From an optimization exercise on the open Yosys and OpenROAD flow, aimed at small area, a short achievable clock period and few clock cycles per item; shortcuts taken in it are not production practice. Function was checked by simulation only, so behaviour that the tests miss may differ from the original. No activity file was given, so power comes from the tool's default toggle rates.

==> flow/design.v (excerpt) <==
module sprite_blit_colour_key_clip (
   input  logic        clock,
   input  logic        reset,
   input  logic        req_tvalid,
   output logic        req_tready,
   input  logic [31:0] req_tdata,
   output logic        rsp_tvalid,
   input  logic        rsp_tready,
   output logic [47:0] rsp_tdata,
   output logic [1:0]  rsp_tuser,
   output logic        rsp_tlast,
   input  logic        csr_we,
   input  logic [2:0]  csr_index,
   input  logic [11:0] csr_wdata
);
Size: ~1700 cells after synthesis, ~230 flip-flops, ~110 I/O pins.
Settings: LEC_CHECK=0, ABC_AREA=1, CAP_MARGIN=20, CORE_MARGIN=2, CORE_UTILIZATION=40, SETUP_SLACK_MARGIN=3.75, SLEW_MARGIN=20; clock period 7.0 ns.
standard.sh (not shown) runs the stock make flow with config.mk's settings and CLKGATE_MAP_FILE= SYNTH_SCRIPT=/design/flow/synth_recipe.tcl, a recipe that flattens the netlist after the stock synthesis.
==> flow/flow/run.sh <==
#!/bin/bash
# The standard layout (standard.sh), with one change: the port buffers that
# global placement inserts on every input and output use buf_2 instead of the
# resizer's default pick (clkdlybuf4s50_1, a slow delay buffer).
set -euo pipefail
export BUFFER_PORTS_ARGS="-buffer_cell sky130_fd_sc_hd__buf_2"
bash standard.sh finish > standard_finish.log 2>&1
The baseline completed without violations.
Testbench counts at the start, summed over its fixed seeds: cycles 43,064, items 40,504.
Change:
--- a/flow/design.v
+++ b/flow/design.v
@@ -124,90 +124,90 @@
          o_pix  <= pix;
          o_last <= col_wrap && row_wrap;
       end
    end
    logic [12:0] xb;
    logic        xci;
    logic [21:0] add_a, add_b, sum;
    logic [22:0] sum_x;
    logic [13:0] xe_x;
    logic        add_ci, restart;
    logic [4:0]  ms_n;
-   logic        m_i, m_1, m_2, m_h, m_hs, m_hb;    
+   logic        m_i, m_1, m_2, m_h, m_hb;    
    logic        sel_c, sel_e;                
    logic        off_x, off_y, wr2_ff;
    always_comb begin
       xb  = ({13{sel_c}} & ~{4'b0000, wm1[9:1]}) |
             ({13{sel_e}} & ~{3'b000, wm1});
       xci = sel_c && !wm1[0];
       xe_x = {px[11], px, xci} + {xb, xci};
-      add_a  = ({22{m_hs}} & {pb[20:0], 1'b0}) |
+      add_a  = ({22{m_h}} & {pb[20:0], 1'b0}) |
                ({22{m_1}} & {{10{py[11]}}, py}) |
                ({22{!m_h && !m_1}} & pb);
       add_b  = ({22{m_i}} & ~{10'd0, sw}) |
                ({22{m_1}} & {12'd0, hm1}) |
                ({22{m_2}} & ~{12'd0, r}) |
                ({22{m_hb}} & {{9{rowv[12]}}, rowv});
       add_ci = m_i || m_2;
       sum_x = {add_a, add_ci} + {add_b, add_ci};
       sum   = sum_x[22:1];
       restart = (csr_we && (csr_index == 3'd1 || csr_index == 3'd3 || csr_index == 3'd6)) ||
                 (accept && col_wrap && row_wrap);
       if (restart)            ms_n = 5'd1;
       else if (ms == 5'd2)    ms_n = 5'd27;
       else if (ms == 5'd16)   ms_n = 5'd0;
       else if (ms[4])         ms_n = ms - 5'd1;
-      else if (ms == 5'd1)    ms_n = r == 10'd0 ? 5'd27 : 5'd2;
+      else if (ms == 5'd1)    ms_n = 5'd2;
       else                    ms_n = 5'd0;
    end
    always_ff @(posedge clock) begin
       xe     <= xe_x[13:1];
       colv   <= !accept ? xe + {3'b000, c} : col_wrap ? xe : colv + 13'd1;
       if (in_acc && !accept) begin
          s_pix  <= req_tdata[15:0];
          s_bgok <= req_tdata[31:16] != KEY;
       end
       sel_c  <= op != 2'd3 && al == 2'd1;
       sel_e  <= op != 2'd3 && al == 2'd2;
       off_x  <= ges(~{3'b000, wm1}, xe) ||                   
                 ges(xe, {1'b0, sw});                         
       off_y  <= ges(~{3'b000, hm1}, {py[11], py}) ||         
                 ges({py[11], py}, {1'b0, sh});               
       off_ff <= off_x || off_y;
-      if (m_h || m_1 || m_2 || (accept && col_wrap && !row_wrap))
+      if (m_h || m_1 || (accept && col_wrap && !row_wrap))
          pb <= sum;
-      if (m_1 || m_2)
+      else if (m_2)
+         pb <= 22'd0;
+      if (m_2)
          rowv <= sum[12:0];
       else if (accept && col_wrap && !row_wrap)
          rowv <= rowv - 13'd1;
    end
    always_ff @(posedge clock) begin
       if (reset) begin
          ms     <= 5'd1;
          m_i    <= 1'b0;
          m_1    <= 1'b1;
          m_2    <= 1'b0;
          m_h    <= 1'b0;
-         m_hs   <= 1'b0;
          m_hb   <= 1'b0;
          rdy_ff <= 1'b0;
          wr_ff  <= 1'b0;
          wr2_ff <= 1'b0;
          s_valid <= 1'b0;
       end else begin
          ms     <= ms_n;
          m_i    <= ms_n == 5'd0;
          m_1    <= ms_n == 5'd1;
          m_2    <= ms_n == 5'd2;
          m_h    <= ms_n[4];
-         m_hs   <= ms_n[4] && ms_n != 5'd27;
          m_hb   <= ms_n[4] && sw[ms_n[3:0]];
          wr_ff  <= csr_we;
          wr2_ff <= wr_ff;
          s_valid <= s_valid_n;
          rdy_ff <= ms_n == 5'd0 && !csr_we && !wr_ff && !wr2_ff && !s_valid_n;
       end
    end
    assign rsp_tvalid = o_valid;
    assign rsp_tdata  = {7'd0, off_ff, hit, o_pix, o_dest, o_we};
    assign rsp_tuser  = {op[1], op[0] && !op[1]};
    assign rsp_tlast  = o_last;
=>
- The changed run finished with timing, DRC and antenna clean
- wire length is higher by 2.8%
- die area is higher by about 0.33%
- global-route usage is higher by 0.50 points
- power is lower by 24%
- clock power is lower by about 10%
- via count is higher by about 2.2%
Testbench counts after the change, summed over its fixed seeds: cycles 43,016, items 40,504.

========
sprite_blit_colour_key_clip, a different RTL version from the one above (not shown whole).
Size in the first run: roughly 1700 cells after synthesis, about 230 flip-flops, ~110 I/O pins, about 14000 um2 of cells after synthesis.
make LEC_CHECK=0 CAP_MARGIN=20 CORE_MARGIN=2 CORE_UTILIZATION=40 SETUP_SLACK_MARGIN=4.0 SLEW_MARGIN=20 finish   # period 7.0 ns
run.sh (not shown) runs the stock make flow with config.mk's settings and CLKGATE_MAP_FILE= SYNTH_SCRIPT=/design/flow/synth_recipe.tcl, a recipe that flattens the netlist after the stock synthesis.
Stock flow here: none of the scripts above is used.
The baseline produced a clean layout.
Testbench counts at the start, summed over its fixed seeds: cycles 43,016, items 40,504.
==> next run, changes <==
--- a/flow/design.v
+++ b/flow/design.v
@@ -31,25 +31,25 @@
    logic [12:0] xe;                 
    logic [12:0] colv;               
    logic [12:0] rowv;               
    logic [21:0] pb;                 
    logic        off_ff;
    logic        rvis_ff;            
    logic [4:0]  ms;                 
    logic        rdy_ff, wr_ff;
    logic        s_valid, s_bgok;
    logic [15:0] s_pix;
    logic [9:0]  c, r;
    logic        hit;
-   logic        o_valid, o_we, o_last;
+   logic        o_valid, o_we, o_last, o_vis;
    logic [21:0] o_dest;
    logic [15:0] o_pix;
    function automatic logic [9:0] clamp_s_m1(input logic [10:0] v);
       if (v == 11'd0)      clamp_s_m1 = 10'd0;
       else if (v[10])      clamp_s_m1 = 10'd1023;
       else                 clamp_s_m1 = v[9:0] - 10'd1;
    endfunction
    function automatic logic [11:0] clamp_f(input logic [11:0] v);
       if (v == 12'd0)                 clamp_f = 12'd1;
       else if (v[11] && |v[10:0])     clamp_f = 12'd2048;
       else                            clamp_f = v;
    endfunction
@@ -112,108 +112,109 @@
                        ((op == 2'd3) && vis && spr_ok && bg_ok);
             c <= c_n;
             if (col_wrap)
                r <= row_wrap ? 10'd0 : r + 10'd1;
          end else if (rsp_tready) begin
             o_valid <= 1'b0;
          end
       end
    end
    always_ff @(posedge clock) begin
       if (accept) begin
          o_we   <= vis && (op == 2'd2 || (!op[1] && spr_ok));
-         o_dest <= vis ? dest : 22'd0;
+         o_dest <= dest;                  
+         o_vis  <= vis;
          o_pix  <= pix;
          o_last <= col_wrap && row_wrap;
       end
    end
    logic [12:0] xb;
    logic        xci;
    logic [21:0] add_a, add_b, sum;
    logic [22:0] sum_x;
    logic [13:0] xe_x;
    logic        add_ci, restart;
    logic [4:0]  ms_n;
-   logic        m_i, m_1, m_2, m_h, m_hb;    
+   logic        m_i, m_1, m_2, m_h, m_hs, m_hb;    
    logic        sel_c, sel_e;                
    logic        off_x, off_y, wr2_ff;
    always_comb begin
       xb  = ({13{sel_c}} & ~{4'b0000, wm1[9:1]}) |
             ({13{sel_e}} & ~{3'b000, wm1});
       xci = sel_c && !wm1[0];
       xe_x = {px[11], px, xci} + {xb, xci};
-      add_a  = ({22{m_h}} & {pb[20:0], 1'b0}) |
+      add_a  = ({22{m_hs}} & {pb[20:0], 1'b0}) |
                ({22{m_1}} & {{10{py[11]}}, py}) |
                ({22{!m_h && !m_1}} & pb);
       add_b  = ({22{m_i}} & ~{10'd0, sw}) |
                ({22{m_1}} & {12'd0, hm1}) |
                ({22{m_2}} & ~{12'd0, r}) |
                ({22{m_hb}} & {{9{rowv[12]}}, rowv});
       add_ci = m_i || m_2;
       sum_x = {add_a, add_ci} + {add_b, add_ci};
       sum   = sum_x[22:1];
       restart = (csr_we && (csr_index == 3'd1 || csr_index == 3'd3 || csr_index == 3'd6)) ||
                 (accept && col_wrap && row_wrap);
       if (restart)            ms_n = 5'd1;
       else if (ms == 5'd2)    ms_n = 5'd27;
       else if (ms == 5'd16)   ms_n = 5'd0;
       else if (ms[4])         ms_n = ms - 5'd1;
-      else if (ms == 5'd1)    ms_n = 5'd2;
+      else if (ms == 5'd1)    ms_n = r == 10'd0 ? 5'd27 : 5'd2;
       else                    ms_n = 5'd0;
    end
    always_ff @(posedge clock) begin
       xe     <= xe_x[13:1];
       colv   <= !accept ? xe + {3'b000, c} : col_wrap ? xe : colv + 13'd1;
       if (in_acc && !accept) begin
          s_pix  <= req_tdata[15:0];
          s_bgok <= req_tdata[31:16] != KEY;
       end
       sel_c  <= op != 2'd3 && al == 2'd1;
       sel_e  <= op != 2'd3 && al == 2'd2;
       off_x  <= ges(~{3'b000, wm1}, xe) ||                   
                 ges(xe, {1'b0, sw});                         
       off_y  <= ges(~{3'b000, hm1}, {py[11], py}) ||         
                 ges({py[11], py}, {1'b0, sh});               
       off_ff <= off_x || off_y;
-      if (m_h || m_1 || (accept && col_wrap && !row_wrap))
+      if (m_h || m_1 || m_2 || (accept && col_wrap && !row_wrap))
          pb <= sum;
-      else if (m_2)
-         pb <= 22'd0;
-      if (m_2)
+      if (m_1 || m_2)
          rowv <= sum[12:0];
       else if (accept && col_wrap && !row_wrap)
          rowv <= rowv - 13'd1;
       if (accept && col_wrap && !row_wrap)
          rvis_ff <= !rowv[12] && rowv != 13'd0 && geu({1'b0, sh}, {1'b0, rowv[11:0]});
       else
          rvis_ff <= !rowv[12] && !geu({1'b0, rowv[11:0]}, {1'b0, sh});
    end
    always_ff @(posedge clock) begin
       if (reset) begin
          ms     <= 5'd1;
          m_i    <= 1'b0;
          m_1    <= 1'b1;
          m_2    <= 1'b0;
          m_h    <= 1'b0;
+         m_hs   <= 1'b0;
          m_hb   <= 1'b0;
          rdy_ff <= 1'b0;
          wr_ff  <= 1'b0;
          wr2_ff <= 1'b0;
          s_valid <= 1'b0;
       end else begin
          ms     <= ms_n;
          m_i    <= ms_n == 5'd0;
          m_1    <= ms_n == 5'd1;
          m_2    <= ms_n == 5'd2;
          m_h    <= ms_n[4];
+         m_hs   <= ms_n[4] && ms_n != 5'd27;
          m_hb   <= ms_n[4] && sw[ms_n[3:0]];
          wr_ff  <= csr_we;
          wr2_ff <= wr_ff;
          s_valid <= s_valid_n;
          rdy_ff <= ms_n == 5'd0 && !csr_we && !wr_ff && !wr2_ff && !s_valid_n;
       end
    end
    assign rsp_tvalid = o_valid;
-   assign rsp_tdata  = {7'd0, off_ff, hit, o_pix, o_dest, o_we};
+   assign rsp_tdata  = {7'd0, off_ff, hit, o_pix, o_dest & {22{o_vis}}, o_we};
    assign rsp_tuser  = {op[1], op[0] && !op[1]};
    assign rsp_tlast  = o_last;
 endmodule
Result:
- The changed run ran to the end with no violations
- register-to-register slack degrades by 0.06 ns
- wire length went down by 2.9%
- worst setup slack loses 0.056 ns
- non-clock buffer count grows by 8
- power climbs by 43%
- clock power goes down by about 3%
- final cell count came out lower by 1.8%
- sequential cell count went up by 2
- sequential share of layout area climbs by 0.76 points
- first-iteration DRC count is lower by 23%
- sequential power climbs by 21%
- count of clock-buffer cells in the layout rose by 5
- die area went down by 2.4%
Testbench counts after the change, summed over its fixed seeds: cycles 43,064, items 40,504.

afterwards: timing with drivers on the ports:
The results above use ideal ports. As a check the final layouts listed here were re-extracted and re-timed, cells and wires unchanged.
Step 1 assumes that a clkbuf_16 drives the clock port and a buf_2 every other input.
Step 2 adds t to the input delays and takes it off the output delays; t is the mean of the earliest and latest rising clock arrival at the registers after step 1. Input paths then give back, and output paths get back, about the clock's delay inside the block.
Three values: no drivers, after step 1, after step 2; two values: the first two.
| run | t (ns) | slack for setup (ns) | clock arrival spread, ns | pins driven straight from the clock port |
|---|---|---|---|---|
| the first run of note 1 | 0.587 | 3.886 / 3.886 / 3.522 | 0.020 / 0.020 | 1 |
| the second run of note 1 | 0.585 | 3.917 / 3.917 / 3.396 | 0.016 / 0.016 | 1 |
| the first run of note 2 | 0.591 | 3.834 / 3.834 / 3.418 | 0.017 / 0.016 | 1 |
| the second run of note 2 | 0.597 | 3.778 / 3.778 / 3.505 | 0.029 / 0.029 | 1 |
After both steps setup and hold are still met in every run listed. For the second run of note 1, which loses most, drivers alone change the setup slack by 0.000 ns; drivers and shift together by -0.521 ns.
